What follows belongs to an exercise in optimizing a design on an open flow for a short achievable clock period and few clock cycles per item; a production flow would make more cautious choices.
In this exercise RTL edits were held to simulation tests only and were not proved equivalent to the original.
The flow treats the clock pin as an ideal source, which a real chip does not have.
Power and IR drop assume default switching activity.

File: design/flow/design.v
package dma_pkg;
  localparam int W_D           = 32;
  localparam int W_EXT_A       = 32;   
  localparam int ADDR_OFFSET   = 2;    
  localparam int W_WA          = W_EXT_A - ADDR_OFFSET;   
  localparam int W_BLEN        = 9;    
  localparam int CMD_AW       = 3;
  localparam int CMD_SLOTS    = 1 << CMD_AW;
  localparam int W_OWED       = 14;
  localparam int W_QCMD       = W_WA + 1 + W_EXT_A + 1 + 1 + 1 + 3 * W_BLEN;   
  localparam int RD_BUF       = 12;     
  localparam int WR_BUF       = 16;     
  typedef logic [W_D-1:0]      data_t;
  typedef logic [W_EXT_A-1:0]  ext_addr_t;
  typedef logic [W_EXT_A:0]    word_count_t;
  typedef logic [W_BLEN-1:0]   blen_t;
  typedef logic [W_WA-1:0]     waddr_t;
  typedef logic [W_OWED-1:0]   owed_t;
  typedef struct packed {
    ext_addr_t   ext_addr;
    logic        read_enable;    
    logic        write_enable;   
    word_count_t word_size;      
  } dma_cmd_t;
  typedef struct packed {
    ext_addr_t addr;
    logic      read_enable;
    logic      write_enable;
    blen_t     word_size;
  } ext_burst_t;
  typedef struct packed {
    waddr_t      waddr;
    logic        to_bram;
    word_count_t words;
    logic        big;        
    blen_t       rem;        
    blen_t       cap;        
    logic        fits;       
    blen_t       len;        
  } qcmd_t;
endpackage
module cmd_fifo
(
  input  logic     CLK0,
  input  logic     RST0,
  input  logic     req_valid,
  input  dma_pkg::dma_cmd_t req_cmd,
  output logic     req_ready,
  input  logic     deq,         
  output dma_pkg::qcmd_t dout,
  output logic     empty,
  output logic     busy         
);
  localparam int D = dma_pkg::CMD_SLOTS;
  logic              in_v;
  logic              in_ok;      
  dma_pkg::dma_cmd_t in_cmd;
  dma_pkg::blen_t    in_rem;
  dma_pkg::blen_t    in_cap;
  logic              in_big;
  logic              in_fits;
  logic              q_v;
  logic              q_ok;       
  dma_pkg::qcmd_t    in_q;
  dma_pkg::qcmd_t    head;
  dma_pkg::blen_t    rem;
  dma_pkg::blen_t    cap;
  logic              big;
  logic              none;
  logic              push;
  logic              pop;
  assign rem  = dma_pkg::blen_t'({1'b0, ~req_cmd.ext_addr[9:2]}) + 1'b1;
  assign cap  = (req_cmd.ext_addr[11:10] == 2'b11) ? rem : dma_pkg::blen_t'(256);
  assign big  = (req_cmd.word_size[dma_pkg::W_EXT_A:dma_pkg::W_BLEN] != '0);
  assign in_fits = !in_big && (in_cmd.word_size[dma_pkg::W_BLEN-1:0] <= in_cap);
  always_ff @(posedge CLK0) begin
    if (RST0) begin
      in_v  <= 1'b0;
      in_ok <= 1'b0;
      q_v   <= 1'b0;
      q_ok  <= 1'b0;
    end else begin
      in_v  <= req_valid;
      in_ok <= req_valid && (req_cmd.word_size != '0) &&
               (req_cmd.read_enable || req_cmd.write_enable);
      q_v   <= in_v;
      q_ok  <= in_ok;
    end
    in_cmd <= req_cmd;
    in_rem <= rem;
    in_cap <= cap;
    in_big <= big;
    in_q   <= {in_cmd.ext_addr[dma_pkg::W_EXT_A-1:dma_pkg::ADDR_OFFSET],
               in_cmd.write_enable,
               in_cmd.word_size,
               in_big,
               in_rem,
               in_cap,
               in_fits,
               in_fits ? in_cmd.word_size[dma_pkg::W_BLEN-1:0] : in_cap};
  end
  typedef logic [dma_pkg::CMD_AW-1:0] ptr_t;
  typedef logic [dma_pkg::CMD_AW:0]   cnt_t;
  logic [dma_pkg::W_QCMD-1:0] mem [0:D-1];
  ptr_t  head_p;
  ptr_t  tail_p;
  cnt_t  used;
  cnt_t  used_nx;
  assign pop  = deq && !none;
  assign push = q_ok && !(deq && none);
  always_ff @(posedge CLK0) begin
    if (push) mem[tail_p] <= in_q;
  end
  assign used_nx = used + cnt_t'(push) - cnt_t'(pop);
  always_ff @(posedge CLK0) begin
    if (RST0) begin
      head_p    <= '0;
      tail_p    <= '0;
      used      <= '0;
      none      <= 1'b1;
      req_ready <= 1'b0;
    end else begin
      if (pop)  head_p <= head_p + 1'b1;
      if (push) tail_p <= tail_p + 1'b1;
      used <= used_nx;
      none <= (used_nx == '0);
      req_ready <= (used_nx <= cnt_t'(D - 4));
    end
  end
  assign head  = mem[head_p];
  assign dout  = none ? in_q : head;
  assign empty = none && !q_ok;
  assign busy = in_v || q_v || !none;
endmodule
module burst_planner
(
  input  logic            CLK0,
  input  logic            RST0,
  input  dma_pkg::qcmd_t  cmd,
  input  logic            cmd_empty,
  output logic            cmd_deq,
  input  logic            hold,         
  input  logic            nb_free,      
  output logic            nb_load,
  output dma_pkg::waddr_t nb_addr,
  output dma_pkg::blen_t  nb_len,
  output logic            nb_to_bram,
  output logic            busy
);
  logic                 act;        
  logic                 phase;      
  logic                 to_bram;
  dma_pkg::blen_t       len_q;
  logic                 last_q;     
  logic [9:0]           al_q;       
  logic [dma_pkg::W_WA-11:0] ah_q;  
  logic                 a_cy;       
  logic [dma_pkg::W_BLEN-1:0] rl_q;           
  logic [dma_pkg::W_EXT_A-dma_pkg::W_BLEN:0] rh_q;   
  logic                 r_bw;       
  logic [10:0]          al_sum;
  logic [9:0]           rl_dif;
  dma_pkg::blen_t       cap_q;      
  dma_pkg::blen_t       rem_q;      
  logic                 big_q;      
  logic                 fits;       
  logic                 load;
  assign fits   = !big_q && (rl_q <= cap_q);
  assign al_sum = {1'b0, al_q} + 11'(len_q);
  assign rl_dif = {1'b0, rl_q} - 10'(len_q);
  assign nb_load    = act && phase && nb_free && !hold;
  assign nb_addr    = {ah_q, al_q};
  assign nb_len     = len_q;
  assign nb_to_bram = to_bram;
  assign load    = !cmd_empty && (!act || (nb_load && last_q));
  assign cmd_deq = load;
  assign busy    = act;
  always_ff @(posedge CLK0) begin
    if (RST0) begin
      act   <= 1'b0;
      phase <= 1'b0;
    end else begin
      if (load) begin
        act   <= 1'b1;
        phase <= 1'b1;   
      end else if (act && !phase) begin
        phase <= 1'b1;
      end else if (nb_load) begin
        phase <= 1'b0;
        if (last_q) act <= 1'b0;
      end
    end
  end
  always_ff @(posedge CLK0) begin
    if (load) begin
      al_q    <= cmd.waddr[9:0];
      ah_q    <= cmd.waddr[dma_pkg::W_WA-1:10];
      a_cy    <= 1'b0;
      rl_q    <= cmd.words[dma_pkg::W_BLEN-1:0];
      rh_q    <= cmd.words[dma_pkg::W_EXT_A:dma_pkg::W_BLEN];
      r_bw    <= 1'b0;
      big_q   <= cmd.big;
      len_q   <= cmd.len;
      last_q  <= cmd.fits;
      to_bram <= cmd.to_bram;
      rem_q   <= cmd.rem;
      cap_q   <= cmd.cap;
    end else if (nb_load) begin
      {a_cy, al_q} <= al_sum;
      {r_bw, rl_q} <= rl_dif;
      big_q <= (rh_q[dma_pkg::W_EXT_A-dma_pkg::W_BLEN:1] != '0) || (rh_q[0] && !rl_dif[9]);
      if (al_q[9:8] == 2'b11) rem_q <= dma_pkg::blen_t'(256);
      cap_q <= (al_q[9:8] == 2'b10) ? rem_q : dma_pkg::blen_t'(256);
    end else if (act && !phase) begin
      ah_q <= ah_q + a_cy;
      a_cy <= 1'b0;
      rh_q <= rh_q - r_bw;
      r_bw <= 1'b0;
    end
    if (act && !phase && !load) begin
      len_q  <= fits ? rl_q : cap_q;
      last_q <= fits;
    end
  end
endmodule
module fc_nor
(
  input  logic a,
  input  logic b,
  output logic y
);
  assign y = !(a || b);
endmodule
module fc_aoi
(
  input  logic a1,
  input  logic a2,
  input  logic b,
  output logic y
);
  assign y = !((a1 && a2) || b);
endmodule
module port_reg #(
  parameter int W = 1
) (
  input  logic         CLK0,
  input  logic [W-1:0] d,
  output logic [W-1:0] q
);
  always_ff @(posedge CLK0) begin
    q <= d;
  end
endmodule
module sr_fifo #(
  parameter int W = 32,
  parameter int D = 4,
  parameter bit OUTREG = 1'b0    
) (
  input  logic         CLK0,
  input  logic         RST0,
  input  logic         push,       
  input  logic [W-1:0] din,
  input  logic         pop,        
  output logic [W-1:0] head,
  output logic [W-1:0] head_nx,    
  output logic [D-1:0] fill,       
  output logic [D-1:0] fill_nx,    
  output logic         none        
);
  logic [W-1:0] e [0:D-1];
  logic [D:0]   f;
  assign f = {1'b0, fill};
  always_comb begin
    fill_nx = fill;
    if (push && !pop) fill_nx = {fill[D-2:0], 1'b1};
    if (pop && !push) fill_nx = f[D:1];
  end
  always_ff @(posedge CLK0) begin
    if (RST0) begin
      fill <= '0;
      none <= 1'b1;
    end else begin
      fill <= fill_nx;
      none <= !fill_nx[0];
    end
  end
  logic [W-1:0] e_nx [0:D-1];
  for (genvar i = 0; i < D; i++) begin : g_e
    always_comb begin
      e_nx[i] = e[i];
      if (pop) begin
        if (i + 1 < D && f[i+1]) e_nx[i] = e[(i + 1 < D) ? i + 1 : i];
        else                     e_nx[i] = din;
      end else if (!f[i]) begin
        e_nx[i] = din;
      end
    end
    always_ff @(posedge CLK0) begin
      e[i] <= e_nx[i];
    end
  end
  assign head_nx = e_nx[0];
  if (OUTREG) begin : g_out
    port_reg #(.W(W)) u_head (.CLK0(CLK0), .d(e_nx[0]), .q(head));
  end else begin : g_noout
    assign head = e[0];
  end
endmodule
module owed_count
(
  input  logic           CLK0,
  input  logic           RST0,
  input  dma_pkg::blen_t credit,
  input  dma_pkg::owed_t credit_m1,   
  input  logic           move,
  output logic           nz,        
  output logic           nz_nx,     
  output logic           high       
);
  dma_pkg::owed_t cnt;
  dma_pkg::owed_t sum0;
  dma_pkg::owed_t sum1;
  assign sum0 = cnt + dma_pkg::owed_t'(credit);
  assign sum1 = cnt + credit_m1;
  assign high = (cnt[dma_pkg::W_OWED-1:12] != 0);   
  assign nz_nx = move ? (sum0[dma_pkg::W_OWED-1:1] != '0) : (sum0 != '0);
  always_ff @(posedge CLK0) begin
    if (RST0) begin
      cnt <= '0;
      nz  <= 1'b0;
    end else begin
      cnt <= move ? sum1 : sum0;
      nz  <= nz_nx;
    end
  end
endmodule
module stream_mover
(
  input  logic       CLK0,
  input  logic       RST0,
  input  dma_pkg::blen_t credit_rd,
  input  dma_pkg::blen_t credit_wr,
  input  dma_pkg::owed_t credit_rd_m1,
  input  dma_pkg::owed_t credit_wr_m1,
  output logic       hold,
  output logic       busy,
  input  dma_pkg::data_t      ext_read_data,
  input  logic       ext_read_empty,
  output logic       ext_read_deq,
  output dma_pkg::data_t      ext_write_data,
  output logic       ext_write_enq,
  input  logic       ext_write_almost_full,
  input  dma_pkg::data_t      core_read_data,
  input  logic       core_read_empty,
  output logic       core_read_enable,
  output dma_pkg::data_t      core_write_data,
  output logic       core_write_enable,
  input  logic       core_write_almost_full
);
  localparam int DR = dma_pkg::RD_BUF;
  localparam int DW = dma_pkg::WR_BUF;
  logic          rd_nz;
  logic          rd_nz_nx;
  logic          rd_high;
  logic          rd_okn;     
  logic          rd_none;
  logic [DR-1:0] rd_fill;
  logic [DR-1:0] rd_fill_nx;
  logic          rd_deq;     
  logic          rd_cwe;
  fc_nor u_deq_gate  (.a(rd_okn),  .b(ext_read_empty),         .y(ext_read_deq));
  fc_nor u_deq_gate2 (.a(rd_okn),  .b(ext_read_empty),         .y(rd_deq));
  fc_nor u_cwe_gate  (.a(rd_none), .b(core_write_almost_full), .y(core_write_enable));
  fc_nor u_cwe_gate2 (.a(rd_none), .b(core_write_almost_full), .y(rd_cwe));
  owed_count u_rd_owed (
    .CLK0   (CLK0),
    .RST0   (RST0),
    .credit (credit_rd),
    .credit_m1 (credit_rd_m1),
    .move   (rd_deq),
    .nz     (rd_nz),
    .nz_nx  (rd_nz_nx),
    .high   (rd_high)
  );
  sr_fifo #(.W(dma_pkg::W_D), .D(DR), .OUTREG(1'b1)) u_rd_buf (
    .CLK0    (CLK0),
    .RST0    (RST0),
    .push    (rd_deq),
    .din     (ext_read_data),
    .pop     (rd_cwe),
    .head    (core_write_data),
    .head_nx (),
    .fill    (rd_fill),
    .fill_nx (rd_fill_nx),
    .none    (rd_none)
  );
  logic          wr_nz;
  logic          wr_nz_nx;
  logic          wr_high;
  logic          wr_okn;
  logic          wr_none;
  logic          wr_pend;    
  logic [DW-1:0] wr_fill;
  logic [DW-1:0] wr_fill_nx;
  logic          wr_cre;
  logic          wr_enq;
  fc_nor u_cre_gate  (.a(wr_okn), .b(core_read_empty), .y(core_read_enable));
  fc_nor u_cre_gate2 (.a(wr_okn), .b(core_read_empty), .y(wr_cre));
  assign ext_write_enq = wr_enq;
  owed_count u_wr_owed (
    .CLK0   (CLK0),
    .RST0   (RST0),
    .credit (credit_wr),
    .credit_m1 (credit_wr_m1),
    .move   (wr_cre),
    .nz     (wr_nz),
    .nz_nx  (wr_nz_nx),
    .high   (wr_high)
  );
  sr_fifo #(.W(dma_pkg::W_D), .D(DW), .OUTREG(1'b1)) u_wr_buf (
    .CLK0    (CLK0),
    .RST0    (RST0),
    .push    (wr_pend),
    .din     (core_read_data),
    .pop     (wr_enq),
    .head    (ext_write_data),
    .head_nx (),
    .fill    (wr_fill),
    .fill_nx (wr_fill_nx),
    .none    (wr_none)
  );
  logic rd_room;
  logic wr_room;
  assign rd_room = !rd_fill_nx[DR-1];
  assign wr_room = wr_cre ? !wr_fill_nx[DW-2] : !wr_fill_nx[DW-1];
  always_ff @(posedge CLK0) begin
    if (RST0) begin
      rd_okn  <= 1'b1;
      wr_okn  <= 1'b1;
      wr_pend <= 1'b0;
      wr_enq  <= 1'b0;
    end else begin
      rd_okn  <= !(rd_room && rd_nz_nx);
      wr_okn  <= !(wr_room && wr_nz_nx);
      wr_pend <= wr_cre;
      wr_enq  <= wr_fill_nx[0] && !ext_write_almost_full;
    end
  end
  always_ff @(posedge CLK0) begin
    if (RST0) hold <= 1'b0;
    else      hold <= rd_high || wr_high;
  end
  assign busy = rd_nz || wr_nz || wr_pend || rd_fill[0] || wr_fill[0];
endmodule
module dma_ctrl
(
  input  logic            CLK0,
  input  logic            RST0,
  input  logic            nb_load,
  input  dma_pkg::waddr_t nb_addr,
  input  dma_pkg::blen_t  nb_len,
  input  logic            nb_to_bram,
  output logic            nb_free,
  output dma_pkg::ext_burst_t ext_burst,
  input  logic            ext_ready,
  output dma_pkg::blen_t  credit_rd,    
  output dma_pkg::blen_t  credit_wr,    
  output dma_pkg::owed_t  credit_rd_m1,  
  output dma_pkg::owed_t  credit_wr_m1,
  output logic            busy
);
  localparam int WB = dma_pkg::W_WA + dma_pkg::W_BLEN + 1;
  logic [WB-1:0]   head;
  logic [WB-1:0]   head_nx;
  logic [1:0]      fill;
  logic [1:0]      fill_nx;
  logic            none;
  logic            hs;           
  dma_pkg::waddr_t o_addr;
  dma_pkg::blen_t  o_len;
  logic            o_to_bram;
  dma_pkg::owed_t  o_len_m1;
  dma_pkg::owed_t  nb_len_m1;
  logic            p_rd;
  logic            p_wr;
  dma_pkg::waddr_t p_addr;
  dma_pkg::blen_t  p_len;
  assign {o_addr, o_len, o_to_bram} = head;
  assign hs      = fill[0] && ext_ready;
  assign nb_free = !fill[1];   
  sr_fifo #(.W(WB), .D(2)) u_bq (
    .CLK0    (CLK0),
    .RST0    (RST0),
    .push    (nb_load),
    .din     ({nb_addr, nb_len, nb_to_bram}),
    .pop     (hs),
    .head    (head),
    .head_nx (head_nx),
    .fill    (fill),
    .fill_nx (fill_nx),
    .none    (none)
  );
  port_reg #(.W(2)) u_p_en (
    .CLK0 (CLK0),
    .d    ({fill_nx[0] && !RST0 && head_nx[0], fill_nx[0] && !RST0 && !head_nx[0]}),
    .q    ({p_rd, p_wr})
  );
  port_reg #(.W(WB - 1)) u_p_burst (
    .CLK0 (CLK0),
    .d    (head_nx[WB-1:1]),
    .q    ({p_addr, p_len})
  );
  assign ext_burst = {p_addr, {dma_pkg::ADDR_OFFSET{1'b0}}, p_rd, p_wr, p_len};
  assign o_len_m1  = dma_pkg::owed_t'(o_len) - 1'b1;
  assign nb_len_m1 = dma_pkg::owed_t'(nb_len) - 1'b1;
  always_ff @(posedge CLK0) begin
    if (RST0) begin
      credit_rd    <= '0;
      credit_wr    <= '0;
      credit_rd_m1 <= '1;
      credit_wr_m1 <= '1;
    end else begin
      credit_rd    <= (hs && o_to_bram)  ? o_len : '0;
      credit_wr    <= (nb_load && !nb_to_bram) ? nb_len : '0;
      credit_rd_m1 <= (hs && o_to_bram)  ? o_len_m1 : '1;
      credit_wr_m1 <= (nb_load && !nb_to_bram) ? nb_len_m1 : '1;
    end
  end
  assign busy = !none || (credit_rd != '0) || (credit_wr != '0);
endmodule
module dma_stream_top
(
  input  logic       CLK0,
  input  logic       RST0,
  input  dma_pkg::dma_cmd_t   req_cmd,
  input  logic       req_valid,
  output logic       req_ready,
  output logic       req_busy,
  output dma_pkg::ext_burst_t ext_burst,
  input  logic       ext_ready,
  input  dma_pkg::data_t      ext_read_data,
  input  logic       ext_read_empty,
  output logic       ext_read_deq,
  output dma_pkg::data_t      ext_write_data,
  output logic       ext_write_enq,
  input  logic       ext_write_almost_full,
  input  dma_pkg::data_t      core_read_data,
  input  logic       core_read_empty,
  output logic       core_read_enable,
  output dma_pkg::data_t      core_write_data,
  output logic       core_write_enable,
  input  logic       core_write_almost_full
);
  dma_pkg::qcmd_t  head_cmd;
  logic            cmd_empty;
  logic            cmd_deq;
  logic            hold;
  logic            nb_free;
  logic            nb_load;
  dma_pkg::waddr_t nb_addr;
  dma_pkg::blen_t  nb_len;
  logic            nb_to_bram;
  dma_pkg::blen_t  credit_rd;
  dma_pkg::blen_t  credit_wr;
  dma_pkg::owed_t  credit_rd_m1;
  dma_pkg::owed_t  credit_wr_m1;
  logic            busy_q;
  logic            busy_p;
  logic            busy_c;
  logic            busy_m;
  cmd_fifo u_cmd_fifo (
    .CLK0      (CLK0),
    .RST0      (RST0),
    .req_valid (req_valid),
    .req_cmd   (req_cmd),
    .req_ready (req_ready),
    .deq       (cmd_deq),
    .dout      (head_cmd),
    .empty     (cmd_empty),
    .busy      (busy_q)
  );
  burst_planner u_burst_planner (
    .CLK0       (CLK0),
    .RST0       (RST0),
    .cmd        (head_cmd),
    .cmd_empty  (cmd_empty),
    .cmd_deq    (cmd_deq),
    .hold       (hold),
    .nb_free    (nb_free),
    .nb_load    (nb_load),
    .nb_addr    (nb_addr),
    .nb_len     (nb_len),
    .nb_to_bram (nb_to_bram),
    .busy       (busy_p)
  );
  dma_ctrl u_dma_ctrl (
    .CLK0       (CLK0),
    .RST0       (RST0),
    .nb_load    (nb_load),
    .nb_addr    (nb_addr),
    .nb_len     (nb_len),
    .nb_to_bram (nb_to_bram),
    .nb_free    (nb_free),
    .ext_burst  (ext_burst),
    .ext_ready  (ext_ready),
    .credit_rd  (credit_rd),
    .credit_wr  (credit_wr),
    .credit_rd_m1 (credit_rd_m1),
    .credit_wr_m1 (credit_wr_m1),
    .busy       (busy_c)
  );
  stream_mover u_stream_mover (
    .CLK0                   (CLK0),
    .RST0                   (RST0),
    .credit_rd              (credit_rd),
    .credit_wr              (credit_wr),
    .credit_rd_m1           (credit_rd_m1),
    .credit_wr_m1           (credit_wr_m1),
    .hold                   (hold),
    .busy                   (busy_m),
    .ext_read_data          (ext_read_data),
    .ext_read_empty         (ext_read_empty),
    .ext_read_deq           (ext_read_deq),
    .ext_write_data         (ext_write_data),
    .ext_write_enq          (ext_write_enq),
    .ext_write_almost_full  (ext_write_almost_full),
    .core_read_data         (core_read_data),
    .core_read_empty        (core_read_empty),
    .core_read_enable       (core_read_enable),
    .core_write_data        (core_write_data),
    .core_write_enable      (core_write_enable),
    .core_write_almost_full (core_write_almost_full)
  );
  always_ff @(posedge CLK0) begin
    if (RST0) req_busy <= 1'b0;
    else      req_busy <= busy_q || busy_p || busy_c || busy_m;
  end
endmodule
File: design/flow/flow/fix_io.tcl
# Sizing pass on the paths that start at input ports or end at output
# ports: for each cell on the worst such paths, try the other drive
# strengths of the same cell and keep the one that gives the best slack,
# never lowering the design's worst slack. Registers and clock buffers are
# left alone. Run after global routing: the changed cells are legalized,
# their nets routed again, and the route guides written again.

proc fio_variants { ref } {
  if { ![regexp {^(sky130_fd_sc_hd__[a-z0-9]+_)([0-9]+)$} $ref -> base sz] } {
    return {}
  }
  set bases [list $base]
  # buffers and inverters may also change family
  if { [regexp {__(buf|clkbuf|clkdlybuf4s[0-9]+|dlygate4sd[0-9]+|dlymetal6s[0-9]+s)_$} $base] } {
    set bases {sky130_fd_sc_hd__buf_ sky130_fd_sc_hd__clkbuf_}
  } elseif { [regexp {__(inv|clkinv)_$} $base] } {
    set bases {sky130_fd_sc_hd__inv_ sky130_fd_sc_hd__clkinv_}
  }
  set out {}
  foreach b $bases {
    foreach c [get_lib_cells ${b}*] {
      set nm [get_name $c]
      if { ![regexp "^${b}\[0-9\]+\$" $nm] } { continue }
      if { [lsearch -exact $::env(DONT_USE_CELLS) $nm] >= 0 } { continue }
      lappend out $nm
    }
  }
  return $out
}

proc fio_path_slack { from to } {
  set pes [find_timing_paths -from $from -to $to -sort_by_slack -group_path_count 1]
  if { [llength $pes] == 0 } { return 1.0 }
  return [[lindex $pes 0] slack]
}

proc fio_wns { } {
  return [sta::worst_slack_cmd max]
}

proc fio_swap_ab { name } {
  set inst [sta::sta_to_db_inst [get_cells $name]]
  set a [$inst findITerm A]
  set b [$inst findITerm B]
  set na [$a getNet]
  set nb [$b getNet]
  $a disconnect
  $b disconnect
  $a connect $nb
  $b connect $na
}

proc fio_obj { name } {
  if { [string first "/" $name] >= 0 } { return [get_pins $name] }
  return [get_ports $name]
}

proc fio_pass { sel count } {
  set changed 0
  # read every path out before changing anything: a change frees them
  set paths {}
  foreach pe [find_timing_paths {*}$sel -sort_by_slack -group_path_count $count -endpoint_path_count 1] {
    set pins [[$pe path] pins]
    set to [get_full_name [lindex $pins 0]]
    set from [get_full_name [lindex $pins end]]
    set names {}
    foreach pin $pins {
      set inst [$pin instance]
      if { $inst eq "NULL" } { continue }
      set nm [get_full_name $inst]
      if { $nm eq "" } { continue }
      if { [lsearch -exact $names $nm] < 0 } { lappend names $nm }
    }
    lappend paths [list $from $to $names]
  }
  foreach p $paths {
    lassign $p from to names
    foreach nm $names {
      set ref [get_property [get_cells $nm] ref_name]
      if { [regexp {dfxtp|dfrtp|edfxtp|dfstp|dlx|sdff|clkbuf_16|clkinv} $ref] } { continue }
      set cands [fio_variants $ref]
      if { [llength $cands] < 2 && [lsearch -exact $cands $ref] >= 0 } { continue }
      set best_ref $ref
      set best_ps [fio_path_slack [fio_obj $from] [fio_obj $to]]
      set best_wns [fio_wns]
      foreach cand $cands {
        if { $cand eq $ref } { continue }
        replace_cell [get_cells $nm] $cand
        estimate_parasitics -placement
        set ps [fio_path_slack [fio_obj $from] [fio_obj $to]]
        set wns [fio_wns]
        if { $wns >= $best_wns - 1e-12 && $ps > $best_ps + 1e-12 } {
          set best_ref $cand
          set best_ps $ps
          set best_wns $wns
        }
      }
      replace_cell [get_cells $nm] $best_ref
      estimate_parasitics -placement
      if { $best_ref ne $ref } {
        puts "fix_io: $nm $ref -> $best_ref (path slack [format %.4f [expr {$best_ps * 1e9}]])"
        incr changed
      }
      # two-input gates whose inputs commute: try the other pin order
      if { [regexp {__(nor2|nand2|and2|or2|xor2|xnor2)_[0-9]+$} $best_ref] } {
        fio_swap_ab $nm
        estimate_parasitics -placement
        set ps [fio_path_slack [fio_obj $from] [fio_obj $to]]
        set wns [fio_wns]
        if { $wns >= $best_wns - 1e-12 && $ps > $best_ps + 1e-12 } {
          puts "fix_io: $nm inputs swapped (path slack [format %.4f [expr {$ps * 1e9}]])"
          incr changed
        } else {
          fio_swap_ab $nm
          estimate_parasitics -placement
        }
      }
    }
  }
  return $changed
}

estimate_parasitics -placement
puts "fix_io: start, worst slack [format %.4f [expr {[fio_wns] * 1e9}]]"
global_route -start_incremental
for { set i 0 } { $i < 2 } { incr i } {
  set n 0
  incr n [fio_pass [list -from [all_inputs] -to [all_outputs]] 6]
  incr n [fio_pass [list -from [all_registers -clock_pins] -to [all_outputs]] 4]
  puts "fix_io: pass $i, $n cells changed, worst slack [format %.4f [expr {[fio_wns] * 1e9}]]"
  if { $n == 0 } { break }
}
detailed_placement
check_placement -verbose
global_route -end_incremental
estimate_parasitics -global_routing
puts "fix_io: end, worst slack [format %.4f [expr {[fio_wns] * 1e9}]] (global routing parasitics)"
write_guides $::env(RESULTS_DIR)/route.guide
File: design/flow/config.mk
export PLATFORM = sky130hd
export DESIGN_NAME = dma_stream_top
export DESIGN_NICKNAME = dma_stream_top
export VERILOG_FILES = /design/flow/design.v
export SDC_FILE = /design/flow/constraint.sdc
export NUM_CORES = 4
export LEC_CHECK = 0
export ABC_CLOCK_PERIOD_IN_PS = 1500
export CAP_MARGIN = 20
export CORE_MARGIN = 2
export CORE_UTILIZATION = 50
export SETUP_SLACK_MARGIN = 3.3
export SLEW_MARGIN = 20
export SYNTH_HIERARCHICAL = 1
export SYNTH_MINIMUM_KEEP_SIZE = 0
File: design/flow/standard.sh
#!/bin/bash
# synth_recipe.tcl (not shown) runs the flow's synth.tcl, then flattens the netlist and writes it again
# the make line also repeats each setting of config.mk as NAME=value (left out here)
make -C /OpenROAD-flow-scripts/flow DESIGN_CONFIG=/design/flow/config.mk WORK_HOME=/design/flow/orfs CLKGATE_MAP_FILE= SYNTH_SCRIPT=/design/flow/synth_recipe.tcl "${@:-finish}"
File: design/flow/flow/run.sh
#!/bin/bash
# The standard layout, with one extra step after global routing:
# flow/fix_io.tcl resizes the cells on the worst paths from input ports and
# to output ports (see that file). Make's output goes to make.log; each
# ORFS step keeps its own log under orfs/logs/.
set -euo pipefail
POST_GLOBAL_ROUTE_TCL="$PWD/flow/fix_io.tcl" bash standard.sh finish > make.log 2>&1
File: design/flow/constraint.sdc
create_clock -name core_clock -period 5.5 [get_ports {CLK0}]
set_input_delay 1.1000 -clock core_clock [delete_from_list [all_inputs] [get_ports {CLK0}]]
set_output_delay 1.1000 -clock core_clock [all_outputs]
set_load 0.01 [all_outputs]
==> impl_results.md, run 1 <==
* Run status: finished clean
* Max_slew headroom at 0.444
* Worst hold endpoint: u_cmd_fifo.in_q[88]
* FMAX at roughly 0.4 GHz
* Die width at approximately 430 um
* Required time of the critical path at between 4 and 5 ns
* Arr. time, crit path at 1.42 ns
* Final Util at 0.594
* Internal power at roughly 0.035 W
* Starting Density at 0.505
* # hold bufs at CTS at 0
* Layout cells sized above 1 at 0.190
* Tmin final at approximately 2.5 ns
* Final Cycle Share at 0.459
* CTS H-tree lvls at 4
* Num rows at approximately 150
* Core Region at approximately 180000 um^2
* CTS tree: yes
* Final hold vios at 0
* Vias in the first global route at between 50000 and 60000
* Final net count at 6893
* Maximum vdd drop at approximately 330 uV
* Setup TNS at 0 ns
* Avg Cell Area, Syn at ~14 um^2
* Fin. max-slew vios at 0
* Smallest setup slack after layout at ~3.0 ns
* Hold Slack at 0.319 ns
* Seq pwr share at 0.441
* Overall routing resource usage at 0.218
* Final ANT Viol Nets at 0
* Die area at between 150000 and 200000 um^2
* Number of remaining DRC errors at 0
* Sink Count at 2213
* R2R Path Start: u_stream_mover.hold
* HP Class: reg2reg
* Post-DP HPWL at about 110 mm
* Die extent in y at 426 um
* Drt total wl at between 200 and 250 mm
* Design area at about 100000 um^2
* Routability Congestion at roughly 0.81
* Hold Path Depth at 0
* Top Ports at 252
* Max-Cap Viols at 0
* Skew-Pair Late Insertion Delay at around 0.86 ns
* Reg-to-Reg End: u_cmd_fifo.req_ready
* Netlist Area Pre-Place at around 90000 um^2
* Switching share of power at 0.295
* Placed cell area at 93300 um^2
* R2R depth at 11
* Worst slew pin tran at approximately 0.83 ns
* DRT Pass-1 Iters at 7
* Register-to-register setup slack at just over 3 ns
* Final setup vio count at 0
* Critical path type: reg2out
* 1st-iter DRT viols at between 2000 and 3000
* Syn. warnings at 28
* Worst hold start: u_cmd_fifo.in_cmd[62]
* Layout area overhead at 17.7%
* Switch Pwr at approximately 0.015 W
* Leak Pwr at approximately 36 nW
* Clk slew on worst S/H paths at ~0.060 ns
* Drt wl/cell at around 23 um
* PD cells at about 470 nW/um^2
* Post-Place Worst Slack at ~1.9 ns
* Via/cell ratio at ~5.5
* CP Launch Type: register
* Clock skew at between 0.03 and 0.04 ns
* Setup crit end kind: primary output
* Deepest clock path buffer count at 3
* CTS Buf Count at 224
* Grt total ovfl at 0
* IO Port Bufs at about 250
* Antenna violations before repair at 7
* Power share of the combinational group at 0.252
* PostCTS Resize Cnt at between 700 and 800
* Critical path startpoint: u_stream_mover.rd_okn
* Vias at 51000
* Largest net degree at the start of global routing at around 150
* Post-CTS Setup Repair Bufs at 91
* Mapped Cells at around 6300
* First-pass GRT wire length at 308 mm
* Worst Path Max Fanout at 2
* Clock power share at 0.307
* Root Driver: clkbuf_16
==> worst max path at each step <==
| stage | end | slack [ns] | cells past startpoint |
|---|---|---|---|
| after global placement | u_cmd_fifo.mem[1][44] | 1.88 | 7 |
| after CTS | core_read_enable | 2.86 | 2 |
| final | ext_read_deq | 2.98 | 2 |
| after detailed placement | u_cmd_fifo.req_ready | 1.86 | 11 |
| after floorplan | u_cmd_fifo.mem[0][0] | 1.07 | 12 |
==> power by group through the flow <==
stage	registers (W)	clock network [W]	logic, W
finish	0.0218	0.0151	0.0124
global placement	0.0222	0	0.0104
floorplan	0.0213	0	0.00825
detailed placement	0.0222	0	0.0106
CTS	0.0218	0.0155	0.0117
==> critical path, stage by stage, from the launching register on <==
cell and delay, ns:
dfxtp_4 0.37, nor2_4 0.11, buf_6 0.10
==> flip-flops by register name, indices dropped and copies added, names as in the netlist, 20 cells and up, named ones only <==
name,flops
u_burst_planner.rh_q,24
u_stream_mover.u_wr_buf.e,512
u_stream_mover.u_rd_buf.e,384
u_dma_ctrl.u_p_burst.q,39
u_cmd_fifo.mem,736
u_dma_ctrl.u_bq.e,80
u_stream_mover.u_wr_buf.g_out.u_head.q,32
u_cmd_fifo.in_q,92
u_cmd_fifo.in_cmd,63
u_stream_mover.u_rd_buf.g_out.u_head.q,32
u_burst_planner.ah_q,20
==> layout by cell type (no fill, tap or decap), types with 15 or more instances in the layout <==
cell type           n
xnor2_1            51
clkinv_1           22
a21oi_1            66
clkdlybuf4s50_1   132
mux4_2            167
nor2b_1            19
mux2i_1          1949
nand2_1           227
nor3b_1            56
buf_16             26
buf_4             155
buf_2              27
xor2_1             46
ha_1               72
a2111oi_2          22
nor2_1             92
buf_12             59
nand2b_1           15
edfxtp_1          829
nor3_1             33
nand3_1            35
mux2_2             46
o21ai_1           105
clkbuf_16         264
mux2_1             67
nor4_1             18
clkinv_2           40
buf_6             106
ha_4               15
clkbuf_8           37
inv_1              96
dfxtp_4            34
clkbuf_1           58
and2_1             35
dfxtp_2            95
dfxtp_1          1255
mux4_1             17
o21ai_0            71
==> per-layer routing <==
layer,global-route usage,wire length (um),up-vias
met1,0.292,92400,25600
met3,0.0293,8430,285
met5,0,0,-
met2,0.370,102000,993
met4,0.0604,5150,0
li1,-,-,24100
==> area by class of cell <==
cell class | count | area (um^2)
Timing Repair inverter | 3 | 40.0
Sequential cell | 2213 | 52800
Inverter | 102 | 404
Multi-Input combinational cell | 3553 | 34500
Clock buffer | 326 | 6470
Tap cell | 2340 | 2930
Clock inverter | 94 | 910
Fill cell | 13800 | 71700
Timing Repair Buffer | 557 | 6890
Antenna cell | 1 | 2.50
==> through the flow <==
step | cells | total power, W
6_report | 9189 | 0.0493
4_1_cts | 9078 | 0.0490
3_5_place_dp | 8551 | 0.0328
3_3_place_gp | 8551 | 0.0326
2_1_floorplan | 6332 | 0.0296
Testbench counts, summed over its fixed seeds: cycles 17,347, words 25,338.
==> run 2, diff against run 1 <==
--- a/design/flow/design.v
+++ b/design/flow/design.v
@@ -4,10 +4,9 @@
   localparam int ADDR_OFFSET   = 2;    
   localparam int W_WA          = W_EXT_A - ADDR_OFFSET;   
   localparam int W_BLEN        = 9;    
-  localparam int CMD_AW       = 3;
-  localparam int CMD_SLOTS    = 1 << CMD_AW;
+  localparam int CMD_SLOTS    = 4;
   localparam int W_OWED       = 14;
-  localparam int W_QCMD       = W_WA + 1 + W_EXT_A + 1 + 1 + 1 + 3 * W_BLEN;   
+  localparam int W_QCMD       = W_WA + 1 + W_EXT_A + 1 + 1 + 2 * W_BLEN;   
   localparam int RD_BUF       = 12;     
   localparam int WR_BUF       = 16;     
   typedef logic [W_D-1:0]      data_t;
@@ -35,8 +34,6 @@
     logic        big;        
     blen_t       rem;        
     blen_t       cap;        
-    logic        fits;       
-    blen_t       len;        
   } qcmd_t;
 endpackage
 module cmd_fifo
@@ -55,82 +52,46 @@
   logic              in_v;
   logic              in_ok;      
   dma_pkg::dma_cmd_t in_cmd;
-  dma_pkg::blen_t    in_rem;
-  dma_pkg::blen_t    in_cap;
-  logic              in_big;
-  logic              in_fits;
-  logic              q_v;
-  logic              q_ok;       
   dma_pkg::qcmd_t    in_q;
-  dma_pkg::qcmd_t    head;
-  dma_pkg::blen_t    rem;
-  dma_pkg::blen_t    cap;
-  logic              big;
+  dma_pkg::blen_t    in_rem;
+  logic [D-1:0]      fill;
+  logic [D-1:0]      fill_nx;
   logic              none;
-  logic              push;
-  logic              pop;
-  assign rem  = dma_pkg::blen_t'({1'b0, ~req_cmd.ext_addr[9:2]}) + 1'b1;
-  assign cap  = (req_cmd.ext_addr[11:10] == 2'b11) ? rem : dma_pkg::blen_t'(256);
-  assign big  = (req_cmd.word_size[dma_pkg::W_EXT_A:dma_pkg::W_BLEN] != '0);
-  assign in_fits = !in_big && (in_cmd.word_size[dma_pkg::W_BLEN-1:0] <= in_cap);
   always_ff @(posedge CLK0) begin
     if (RST0) begin
       in_v  <= 1'b0;
       in_ok <= 1'b0;
-      q_v   <= 1'b0;
-      q_ok  <= 1'b0;
     end else begin
       in_v  <= req_valid;
       in_ok <= req_valid && (req_cmd.word_size != '0) &&
                (req_cmd.read_enable || req_cmd.write_enable);
-      q_v   <= in_v;
-      q_ok  <= in_ok;
     end
     in_cmd <= req_cmd;
-    in_rem <= rem;
-    in_cap <= cap;
-    in_big <= big;
-    in_q   <= {in_cmd.ext_addr[dma_pkg::W_EXT_A-1:dma_pkg::ADDR_OFFSET],
-               in_cmd.write_enable,
-               in_cmd.word_size,
-               in_big,
-               in_rem,
-               in_cap,
-               in_fits,
-               in_fits ? in_cmd.word_size[dma_pkg::W_BLEN-1:0] : in_cap};
-  end
-  typedef logic [dma_pkg::CMD_AW-1:0] ptr_t;
-  typedef logic [dma_pkg::CMD_AW:0]   cnt_t;
-  logic [dma_pkg::W_QCMD-1:0] mem [0:D-1];
-  ptr_t  head_p;
-  ptr_t  tail_p;
-  cnt_t  used;
-  cnt_t  used_nx;
-  assign pop  = deq && !none;
-  assign push = q_ok && !(deq && none);
-  always_ff @(posedge CLK0) begin
-    if (push) mem[tail_p] <= in_q;
   end
-  assign used_nx = used + cnt_t'(push) - cnt_t'(pop);
+  assign in_rem = dma_pkg::blen_t'({1'b0, ~in_cmd.ext_addr[9:2]}) + 1'b1;
+  assign in_q   = {in_cmd.ext_addr[dma_pkg::W_EXT_A-1:dma_pkg::ADDR_OFFSET],
+                   in_cmd.write_enable,
+                   in_cmd.word_size,
+                   (in_cmd.word_size[dma_pkg::W_EXT_A:dma_pkg::W_BLEN] != '0),
+                   in_rem,
+                   (in_cmd.ext_addr[11:10] == 2'b11) ? in_rem : dma_pkg::blen_t'(256)};
+  sr_fifo #(.W(dma_pkg::W_QCMD), .D(D)) u_q (
+    .CLK0    (CLK0),
+    .RST0    (RST0),
+    .push    (in_ok),
+    .din     (in_q),
+    .pop     (deq),
+    .head    (dout),
+    .fill    (fill),
+    .fill_nx (fill_nx),
+    .none    (none)
+  );
+  assign empty = none;
   always_ff @(posedge CLK0) begin
-    if (RST0) begin
-      head_p    <= '0;
-      tail_p    <= '0;
-      used      <= '0;
-      none      <= 1'b1;
-      req_ready <= 1'b0;
-    end else begin
-      if (pop)  head_p <= head_p + 1'b1;
-      if (push) tail_p <= tail_p + 1'b1;
-      used <= used_nx;
-      none <= (used_nx == '0);
-      req_ready <= (used_nx <= cnt_t'(D - 4));
-    end
+    if (RST0) req_ready <= 1'b0;
+    else      req_ready <= !fill_nx[D-3];
   end
-  assign head  = mem[head_p];
-  assign dout  = none ? in_q : head;
-  assign empty = none && !q_ok;
-  assign busy = in_v || q_v || !none;
+  assign busy = in_v || !none;
 endmodule
 module burst_planner
 (
@@ -168,7 +129,7 @@
   assign fits   = !big_q && (rl_q <= cap_q);
   assign al_sum = {1'b0, al_q} + 11'(len_q);
   assign rl_dif = {1'b0, rl_q} - 10'(len_q);
-  assign nb_load    = act && phase && nb_free && !hold;
+  assign nb_load    = act && phase && nb_free;
   assign nb_addr    = {ah_q, al_q};
   assign nb_len     = len_q;
   assign nb_to_bram = to_bram;
@@ -182,9 +143,9 @@
     end else begin
       if (load) begin
         act   <= 1'b1;
-        phase <= 1'b1;   
+        phase <= 1'b0;
       end else if (act && !phase) begin
-        phase <= 1'b1;
+        if (!hold) phase <= 1'b1;
       end else if (nb_load) begin
         phase <= 1'b0;
         if (last_q) act <= 1'b0;
@@ -200,8 +161,6 @@
       rh_q    <= cmd.words[dma_pkg::W_EXT_A:dma_pkg::W_BLEN];
       r_bw    <= 1'b0;
       big_q   <= cmd.big;
-      len_q   <= cmd.len;
-      last_q  <= cmd.fits;
       to_bram <= cmd.to_bram;
       rem_q   <= cmd.rem;
       cap_q   <= cmd.cap;
@@ -217,7 +176,7 @@
       rh_q <= rh_q - r_bw;
       r_bw <= 1'b0;
     end
-    if (act && !phase && !load) begin
+    if (act && !phase) begin
       len_q  <= fits ? rl_q : cap_q;
       last_q <= fits;
     end
@@ -262,7 +221,6 @@
   input  logic [W-1:0] din,
   input  logic         pop,        
   output logic [W-1:0] head,
-  output logic [W-1:0] head_nx,    
   output logic [D-1:0] fill,       
   output logic [D-1:0] fill_nx,    
   output logic         none        
@@ -299,7 +257,6 @@
       e[i] <= e_nx[i];
     end
   end
-  assign head_nx = e_nx[0];
   if (OUTREG) begin : g_out
     port_reg #(.W(W)) u_head (.CLK0(CLK0), .d(e_nx[0]), .q(head));
   end else begin : g_noout
@@ -389,7 +346,6 @@
     .din     (ext_read_data),
     .pop     (rd_cwe),
     .head    (core_write_data),
-    .head_nx (),
     .fill    (rd_fill),
     .fill_nx (rd_fill_nx),
     .none    (rd_none)
@@ -424,7 +380,6 @@
     .din     (core_read_data),
     .pop     (wr_enq),
     .head    (ext_write_data),
-    .head_nx (),
     .fill    (wr_fill),
     .fill_nx (wr_fill_nx),
     .none    (wr_none)
@@ -446,10 +401,7 @@
       wr_enq  <= wr_fill_nx[0] && !ext_write_almost_full;
     end
   end
-  always_ff @(posedge CLK0) begin
-    if (RST0) hold <= 1'b0;
-    else      hold <= rd_high || wr_high;
-  end
+  assign hold = rd_high || wr_high;
   assign busy = rd_nz || wr_nz || wr_pend || rd_fill[0] || wr_fill[0];
 endmodule
 module dma_ctrl
@@ -469,64 +421,70 @@
   output dma_pkg::owed_t  credit_wr_m1,
   output logic            busy
 );
-  localparam int WB = dma_pkg::W_WA + dma_pkg::W_BLEN + 1;
-  logic [WB-1:0]   head;
-  logic [WB-1:0]   head_nx;
-  logic [1:0]      fill;
-  logic [1:0]      fill_nx;
-  logic            none;
-  logic            hs;           
+  logic            sv;
+  dma_pkg::waddr_t s_addr;
+  dma_pkg::blen_t  s_len;
+  logic            s_to_bram;
+  logic            o_rd;
+  logic            o_wr;
   dma_pkg::waddr_t o_addr;
   dma_pkg::blen_t  o_len;
-  logic            o_to_bram;
-  dma_pkg::owed_t  o_len_m1;
-  dma_pkg::owed_t  nb_len_m1;
+  logic            o_free;
+  logic            o_rd_nx;
+  logic            o_wr_nx;
   logic            p_rd;
   logic            p_wr;
   dma_pkg::waddr_t p_addr;
   dma_pkg::blen_t  p_len;
-  assign {o_addr, o_len, o_to_bram} = head;
-  assign hs      = fill[0] && ext_ready;
-  assign nb_free = !fill[1];   
-  sr_fifo #(.W(WB), .D(2)) u_bq (
-    .CLK0    (CLK0),
-    .RST0    (RST0),
-    .push    (nb_load),
-    .din     ({nb_addr, nb_len, nb_to_bram}),
-    .pop     (hs),
-    .head    (head),
-    .head_nx (head_nx),
-    .fill    (fill),
-    .fill_nx (fill_nx),
-    .none    (none)
-  );
-  port_reg #(.W(2)) u_p_en (
-    .CLK0 (CLK0),
-    .d    ({fill_nx[0] && !RST0 && head_nx[0], fill_nx[0] && !RST0 && !head_nx[0]}),
-    .q    ({p_rd, p_wr})
-  );
-  port_reg #(.W(WB - 1)) u_p_burst (
+  dma_pkg::owed_t  o_len_m1;
+  dma_pkg::owed_t  nb_len_m1;
+  logic            s_take;
+  assign o_free  = !(o_rd || o_wr) || ext_ready;
+  assign s_take  = sv && o_free;
+  assign nb_free = !sv;   
+  assign o_len_m1  = dma_pkg::owed_t'(o_len) - 1'b1;
+  assign nb_len_m1 = dma_pkg::owed_t'(nb_len) - 1'b1;
+  assign ext_burst = {p_addr, {dma_pkg::ADDR_OFFSET{1'b0}}, p_rd, p_wr, p_len};
+  assign o_rd_nx = !RST0 && (s_take ? s_to_bram  : (o_rd && !ext_ready));
+  assign o_wr_nx = !RST0 && (s_take ? !s_to_bram : (o_wr && !ext_ready));
+  port_reg #(.W(2)) u_p_en (.CLK0(CLK0), .d({o_rd_nx, o_wr_nx}), .q({p_rd, p_wr}));
+  port_reg #(.W(dma_pkg::W_WA + dma_pkg::W_BLEN)) u_p_burst (
     .CLK0 (CLK0),
-    .d    (head_nx[WB-1:1]),
+    .d    (s_take ? {s_addr, s_len} : {o_addr, o_len}),
     .q    ({p_addr, p_len})
   );
-  assign ext_burst = {p_addr, {dma_pkg::ADDR_OFFSET{1'b0}}, p_rd, p_wr, p_len};
-  assign o_len_m1  = dma_pkg::owed_t'(o_len) - 1'b1;
-  assign nb_len_m1 = dma_pkg::owed_t'(nb_len) - 1'b1;
   always_ff @(posedge CLK0) begin
     if (RST0) begin
-      credit_rd    <= '0;
-      credit_wr    <= '0;
+      sv        <= 1'b0;
+      o_rd      <= 1'b0;
+      o_wr      <= 1'b0;
+      credit_rd <= '0;
+      credit_wr <= '0;
       credit_rd_m1 <= '1;
       credit_wr_m1 <= '1;
     end else begin
-      credit_rd    <= (hs && o_to_bram)  ? o_len : '0;
-      credit_wr    <= (nb_load && !nb_to_bram) ? nb_len : '0;
-      credit_rd_m1 <= (hs && o_to_bram)  ? o_len_m1 : '1;
+      if (nb_load) sv <= 1'b1;
+      else if (s_take) sv <= 1'b0;
+      o_rd <= o_rd_nx;
+      o_wr <= o_wr_nx;
+      credit_rd <= (o_rd && ext_ready) ? o_len : '0;
+      credit_wr <= (nb_load && !nb_to_bram) ? nb_len : '0;
+      credit_rd_m1 <= (o_rd && ext_ready) ? o_len_m1 : '1;
       credit_wr_m1 <= (nb_load && !nb_to_bram) ? nb_len_m1 : '1;
     end
   end
-  assign busy = !none || (credit_rd != '0) || (credit_wr != '0);
+  always_ff @(posedge CLK0) begin
+    if (nb_load) begin
+      s_addr    <= nb_addr;
+      s_len     <= nb_len;
+      s_to_bram <= nb_to_bram;
+    end
+    if (s_take) begin
+      o_addr <= s_addr;
+      o_len  <= s_len;
+    end
+  end
+  assign busy = sv || o_rd || o_wr || (credit_rd != '0) || (credit_wr != '0);
 endmodule
 module dma_stream_top
 (
==> impl_results.md, run 2 <==
* Maximum vdd drop at 311 uV (-5.5%)
* Critical path, cell by cell: buf_12 > nor2_4 > buf_6
* Crit path max-delay family: buffers and inverters
* First-pass GRT wire length at 249 mm (-19%)
* Tot Pwr at 0.0367 W (-26%)
* Max_slew headroom at 0.365 (-0.0787)
* Setup TNS at 0 ns (unchanged)
* Avg Cell Area, Syn at 12.5 um^2 (-11%)
* Run status: finished clean
* Post-CTS Setup Repair Bufs at 31 (-66%)
* Skew-Pair Late Insertion Delay at 0.80 ns (-0.06 ns)
* Deepest clock path buffer count at 3 (unchanged)
* Via/cell ratio at 5.41 (-2.5%)
* R2R depth at 5 (-6)
* Sink Count at 1686 (-24%)
* PostCTS Resize Cnt at 696 (-10%)
* Worst slew pin tran at 0.949 ns (+0.115 ns)
* Final Cycle Share at 0.457 (-0.00172)
* Die area at 146000 um^2 (-20%)
* Largest regs: u_stream_mover.u_wr_buf.e: 512 flops, u_stream_mover.u_rd_buf.e: 384 flops, u_cmd_fifo.u_q.e: 332 flops
* Hold Slack at 0.421 ns (+0.102 ns)
* Netlist Area Pre-Place at 71400 um^2 (-20%)
* Drt wl/cell at 20.1 um (-11%)
* Drt total wl at 158 mm (-24%)
* Post-DP HPWL at 90.3 mm (-21%)
* Required time of the critical path at 4.40 ns (about the same)
* CTS tree: yes
* Vias in the first global route at 43500 (-15%)
* Routability Congestion at 0.810 (+0.17%)
* Root Driver: clkbuf_16
* PD cells at 446 nW/um^2 (-5.1%)
* Final ANT Viol Nets at 0 (unchanged)
* FMAX at 0.398 GHz (+0.38%)
* Top reg by flops: u_stream_mover.u_wr_buf.e
* Overall routing resource usage at 0.214 (-0.00413)
* HP Class: reg2reg
* IO Port Bufs at 247 (unchanged)
* Fin. max-slew vios at 0 (unchanged)
* Max-Cap Viols at 0 (unchanged)
* Critical path type: in2out
* WP depth at 3 (+1)
* Die width at 382 um (-10%)
* Final setup vio count at 0 (unchanged)
* Hold Path Depth at 0 (unchanged)
* Antenna violations before repair at 3 (-4)
* Most frequent cells in the layout: mux2i_1, dfxtp_1, edfxtp_1, clkbuf_16, clkdlybuf4s50_1
* Layout area overhead at 15.1%
* Final net count at 6058 (-12%)
* Core Region at 142000 um^2 (-20%)
* Final hold vios at 0 (unchanged)
* Worst path buffer plus inverter count at 2 (+1)
* DRT Pass-1 Iters at 5 (-2)
* Worst Path Max Fanout at 2 (unchanged)
* Tmin final at 2.51 ns (-0.00946 ns)
* Layout cells sized above 1 at 0.173 (-0.0174)
* Vias at 42600 (-16%)
* Fill count at 11800 (-14%)
* Grt total ovfl at 0 (unchanged)
* Mapped Cells at 5707 (-9.9%)
* Largest register FFs at 512 (-30%)
* Top Ports at 252 (unchanged)
* Setup crit end kind: primary output
* Max incr delay on CP at 0.12 ns (-0.25 ns)
* CTS H-tree lvls at 4 (unchanged)
* Arr. time, crit path at 1.41 ns (about the same)
* Die extent in y at 382 um (-10%)
* Starting Density at 0.504 (about the same)
* Clk slew on worst S/H paths at 0.06 ns (about the same)
* Commonest non-fill, non-tap cell in the layout: mux2i_1
* 1st-iter DRT viols at 1806 (-38%)
* Leak Pwr at 29.2 nW (-19%)
* Largest net degree at the start of global routing at 124 (-14%)
* Number of remaining DRC errors at 0 (unchanged)
* CTS Buf Count at 179 (-20%)
* CP Launch Type: input port
* # hold bufs at CTS at 0 (unchanged)
* Syn. warnings at 28 (unchanged)
* Num rows at 138 (-10%)
* Slowest-stage cell, CP: buf_12
* Register-to-register setup slack at 3.30 ns (+0.24 ns)
* Clock skew at 0.0184 ns (-0.0146 ns)
run 2: layer usage:
| metal | GRT usage | vias up | wire length (um) |
|---|---|---|---|
| met5 | 0 | - | 0 |
| met4 | 0.0589 | 0 | 3370 |
| met3 | 0.0320 | 236 | 4800 |
| met2 | 0.344 | 540 | 72300 |
| met1 | 0.298 | 20900 | 77600 |
| li1 | - | 20900 | - |
run 2: power breakdown:
group          internal, W  switching (W)  leakage [nW]
sequential          0.0153        0.00127          14.5
clock              0.00704        0.00489          2.89
combinational      0.00381        0.00438          11.8
total               0.0261         0.0105          29.2
run 2: worst reg2reg max path: cells and delay by family (launching register included):
| family | cells | cell delay, ns |
|---|---|---|
| buffers and inverters | 4 | 1.36 |
| DFF | 1 | 0.39 |
| muxes | 1 | 0.37 |
run 2: worst paths after layout:
kind | from | to
max | core_read_empty | core_read_enable
min | u_cmd_fifo.u_q.e[0][52] | u_burst_planner.to_bram
max reg2reg | u_stream_mover.wr_enq | u_stream_mover.u_wr_buf.e[0][17]
min reg2reg | u_cmd_fifo.u_q.e[0][52] | u_burst_planner.to_bram
run 2: cell type report:
class | instances | area, um^2 | share of cell area
antenna | 1 | 2.50 | 0.0000304
inverter | 96 | 390 | 0.00475
clock inverter | 49 | 493 | 0.00600
sequential | 1686 | 36500 | 0.444
clock buffer | 281 | 5380 | 0.0655
timing repair inverter | 3 | 25.0 | 0.000304
timing repair buffer | 380 | 3800 | 0.0462
tap | 1890 | 2360 | 0.0288
multi-input combinational | 3489 | 33200 | 0.404
run 2: per-stage QoR:
stage               setup WS [ns]  utilization  cell area, um^2  std cells
floorplan                    3.03            -            71500       5708
global placement             1.98        0.527            74600       7469
detailed placement           1.99        0.527            74600       7469
CTS                          2.97        0.574            81300       7844
finish                       2.99        0.581            82200       7875
Testbench counts of run 2, summed over its fixed seeds: cycles 17,362, words 25,338.
==> run 3, diff against run 2 <==
--- a/design/flow/design.v
+++ b/design/flow/design.v
@@ -8,7 +8,7 @@
   localparam int W_OWED       = 14;
   localparam int W_QCMD       = W_WA + 1 + W_EXT_A + 1 + 1 + 2 * W_BLEN;   
   localparam int RD_BUF       = 12;     
-  localparam int WR_BUF       = 16;     
+  localparam int WR_BUF       = 8;     
   typedef logic [W_D-1:0]      data_t;
   typedef logic [W_EXT_A-1:0]  ext_addr_t;
   typedef logic [W_EXT_A:0]    word_count_t;
@@ -437,13 +437,11 @@
   dma_pkg::waddr_t p_addr;
   dma_pkg::blen_t  p_len;
   dma_pkg::owed_t  o_len_m1;
-  dma_pkg::owed_t  nb_len_m1;
   logic            s_take;
   assign o_free  = !(o_rd || o_wr) || ext_ready;
   assign s_take  = sv && o_free;
   assign nb_free = !sv;   
-  assign o_len_m1  = dma_pkg::owed_t'(o_len) - 1'b1;
-  assign nb_len_m1 = dma_pkg::owed_t'(nb_len) - 1'b1;
+  assign o_len_m1 = dma_pkg::owed_t'(o_len) - 1'b1;
   assign ext_burst = {p_addr, {dma_pkg::ADDR_OFFSET{1'b0}}, p_rd, p_wr, p_len};
   assign o_rd_nx = !RST0 && (s_take ? s_to_bram  : (o_rd && !ext_ready));
   assign o_wr_nx = !RST0 && (s_take ? !s_to_bram : (o_wr && !ext_ready));
@@ -468,9 +466,9 @@
       o_rd <= o_rd_nx;
       o_wr <= o_wr_nx;
       credit_rd <= (o_rd && ext_ready) ? o_len : '0;
-      credit_wr <= (nb_load && !nb_to_bram) ? nb_len : '0;
+      credit_wr <= (o_wr && ext_ready) ? o_len : '0;
       credit_rd_m1 <= (o_rd && ext_ready) ? o_len_m1 : '1;
-      credit_wr_m1 <= (nb_load && !nb_to_bram) ? nb_len_m1 : '1;
+      credit_wr_m1 <= (o_wr && ext_ready) ? o_len_m1 : '1;
     end
   end
   always_ff @(posedge CLK0) begin
==> design/flow/flow/run.sh (replaced) <==
#!/bin/bash
# The standard layout, with one extra step after clock tree synthesis:
# flow/fix_io.tcl resizes the cells on the worst paths from input ports and
# to output ports (see that file). Make's output goes to make.log; each
# ORFS step keeps its own log under orfs/logs/.
set -euo pipefail
POST_CTS_TCL="$PWD/flow/fix_io.tcl" bash standard.sh finish > make.log 2>&1
--- a/design/flow/flow/fix_io.tcl
+++ b/design/flow/flow/fix_io.tcl
@@ -2,8 +2,7 @@
 # ports: for each cell on the worst such paths, try the other drive
 # strengths of the same cell and keep the one that gives the best slack,
 # never lowering the design's worst slack. Registers and clock buffers are
-# left alone. Run after global routing: the changed cells are legalized,
-# their nets routed again, and the route guides written again.
+# left alone. Run after clock tree synthesis, before global routing.
 
 proc fio_variants { ref } {
   if { ![regexp {^(sky130_fd_sc_hd__[a-z0-9]+_)([0-9]+)$} $ref -> base sz] } {
@@ -122,7 +121,6 @@
 
 estimate_parasitics -placement
 puts "fix_io: start, worst slack [format %.4f [expr {[fio_wns] * 1e9}]]"
-global_route -start_incremental
 for { set i 0 } { $i < 2 } { incr i } {
   set n 0
   incr n [fio_pass [list -from [all_inputs] -to [all_outputs]] 6]
@@ -132,7 +130,5 @@
 }
 detailed_placement
 check_placement -verbose
-global_route -end_incremental
-estimate_parasitics -global_routing
-puts "fix_io: end, worst slack [format %.4f [expr {[fio_wns] * 1e9}]] (global routing parasitics)"
-write_guides $::env(RESULTS_DIR)/route.guide
+estimate_parasitics -placement
+puts "fix_io: end, worst slack [format %.4f [expr {[fio_wns] * 1e9}]]"
==> impl_results.md, run 3 <==
* Sink Count at 1422 (-16%)
* ANT cells at 0 (-1)
* Final Cycle Share at 0.450 (-0.00718)
* Clk slew on worst S/H paths at 0.06 ns (about the same)
* CTS tree: yes
* Number of remaining DRC errors at 0 (unchanged)
* R2R depth at 6 (+1)
* PD cells at 445 nW/um^2 (-0.18%)
* Largest register FFs at 384 (-25%)
* CP Launch Type: input port
* IO Port Bufs at 247 (unchanged)
* Final hold vios at 0 (unchanged)
* Antenna violations before repair at 4 (+1)
* Max_slew headroom at 0.310 (-0.0549)
* Layout cells sized above 1 at 0.188 (+0.0150)
* FMAX at 0.404 GHz (+1.6%)
* Post-Place Worst Slack at 1.98 ns (-0.0130 ns)
* Critical path startpoint: core_write_almost_full
* Final setup vio count at 0 (unchanged)
* Worst Path Max Fanout at 2 (unchanged)
* Top reg by flops: u_stream_mover.u_rd_buf.e
* DRT Pass-1 Iters at 5 (unchanged)
* DP Cell Count at 6353 (-15%)
* Largest net degree at the start of global routing at 148 (+19%)
* Top Ports at 252 (unchanged)
* Vias in the first global route at 36000 (-17%)
* Hold Path Depth at 0 (unchanged)
* Overall routing resource usage at 0.207 (-0.00614)
* Via/cell ratio at 5.37 (-0.64%)
* Arr. time, crit path at 1.38 ns (-0.03 ns)
* Setup crit end kind: primary output
* Max-Cap Viols at 0 (unchanged)
* First-pass GRT wire length at 204 mm (-18%)
* HP Class: reg2reg
* Skew-Pair Late Insertion Delay at 0.74 ns (-0.06 ns)
* Vias at 36100 (-15%)
* Grt total ovfl at 0 (unchanged)
* Drt total wl at 132 mm (-17%)
* Tot Pwr at 0.0313 W (-15%)
* Run status: finished clean
* Final net count at 5205 (-14%)
* Setup TNS at 0 ns (unchanged)
* Clock skew at 0.0269 ns (+0.00845 ns)
* Worst hold start: u_dma_ctrl.s_len[8]
* Critical path type: in2out
* Avg Cell Area, Syn at 12.6 um^2 (+0.32%)
* Netlist Area Pre-Place at 60200 um^2 (-16%)
* Leak Pwr at 25.3 nW (-14%)
* Routability Congestion at 0.812 (+0.26%)
* Num rows at 127 (-8.0%)
* Die extent in y at 351 um (-8.1%)
* Fin. max-slew vios at 0 (unchanged)
* Final non-filler cell total at 6718 (-15%)
* Design area at 70200 um^2 (-15%)
* Die width at 351 um (-8.1%)
* Smallest setup slack after layout at 3.02 ns (+0.0395 ns)
* Maximum vdd drop at 305 uV (-2.1%)
* Required time of the critical path at 4.40 ns (about the same)
* Most frequent cells in the layout: mux2i_1, dfxtp_1, edfxtp_1, clkbuf_16, nand2_1
* R2R Path Start: u_stream_mover.u_rd_buf.none
* Commonest non-fill, non-tap cell in the layout: mux2i_1
* Worst slew pin tran at 1.03 ns (+0.0859 ns)
* Tmin final at 2.48 ns (-0.0395 ns)
* Starting Density at 0.503 (-0.00153)
* Drt wl/cell at 19.6 um (-2.3%)
* Placed cell area at 63300 um^2 (-15%)
* 1st-iter DRT viols at 1844 (+2.1%)
* Core Region at 120000 um^2 (-15%)
* RSZ-0062 raised after global routing: yes
* Syn. warnings at 28 (unchanged)
* Final ANT Viol Nets at 0 (unchanged)
* Post-DP HPWL at 74.9 mm (-17%)
* Largest regs: u_stream_mover.u_rd_buf.e: 384 flops, u_cmd_fifo.u_q.e: 332 flops, u_stream_mover.u_wr_buf.e: 256 flops
* Die area at 123000 um^2 (-16%)
* Mapped Cells at 4793 (-16%)
* Layout area overhead at 16.7%
[run 3: layout make-up]
type                            instances  area, um^2
Clock buffer                          242        4580
Clock inverter                         36         377
Fill cell                            9979       49400
Inverter                               85         349
Multi-Input combinational cell       2946       27800
Sequential cell                      1422       31200
Tap cell                             1612        2020
Timing Repair Buffer                  371        3850
Timing Repair inverter                  4        37.5
[run 3: metal layers]
layer  track usage  up-vias  part of all wire
li1              -    17700                 -
met1         0.285    17700              0.48
met2         0.341      498              0.47
met3        0.0310      193             0.031
met4        0.0554        2             0.020
met5             0        -          0.000099
[run 3: power by group]
group	internal (W)	switching, W
logic	0.00336	0.00379
clock network	0.00594	0.00412
registers	0.0130	0.00109
[run 3: worst paths after layout]
path | to | slack [ns]
max reg2reg | u_stream_mover.u_rd_buf.fill[2] | 3.24
min reg2reg | u_dma_ctrl.o_len[8] | 0.43
min | u_dma_ctrl.o_len[8] | 0.43
max | core_write_enable | 3.02
[run 3: critical path, stage by stage]
cell and delay [ns]:
buf_8 0.10, nor2_4 0.07, buf_6 0.10
[run 3: through the flow]
stage	hold slack, ns	util
2_1_floorplan	0.400	-
3_3_place_gp	0.420	0.529
3_5_place_dp	0.424	0.529
5_1_grt	0.446	0.587
6_report	0.432	0.587
Testbench counts of run 3, summed over its fixed seeds: cycles 17,393, words 25,338.

## re-timing with driven ports
The flow's constraints put no driver on any port. The routed layouts listed below were extracted and timed again, unchanged, in two steps.
Step 1 (the two cells are an assumption about what drives the block):
set clk [get_ports {CLK0}]
set_driving_cell -lib_cell sky130_fd_sc_hd__clkbuf_16 $clk
set_driving_cell -lib_cell sky130_fd_sc_hd__buf_2 [delete_from_list [all_inputs] $clk]
Step 2, shift: input delay + t, output delay - t, t = (earliest + latest rising clock arrival at the registers) / 2. This alone moves slack from input paths to output paths.
Three values: ideal, step 1, step 2; two values: the first two.
| run | t (ns) | setup slack, ns | worst setup path at the end | slew at the worst register clock pin (ns) | worst slew at a driven data input, ns |
|---|---|---|---|---|---|
| run 1 | 0.934 | 2.976 / 2.887 / 2.507 | input to register | 0.07 / 0.07 | 0.18 |
| run 2 | 0.864 | 2.985 / 2.934 / 2.493 | input to register | 0.06 / 0.06 | 0.14 |
| run 3 | 0.799 | 3.025 / 2.987 / 2.429 | input to register | 0.07 / 0.07 | 0.10 |
After both steps every run listed still meets setup and hold. For run 3, which loses most, drivers alone change the setup slack by -0.038 ns; drivers and shift together by -0.596 ns.
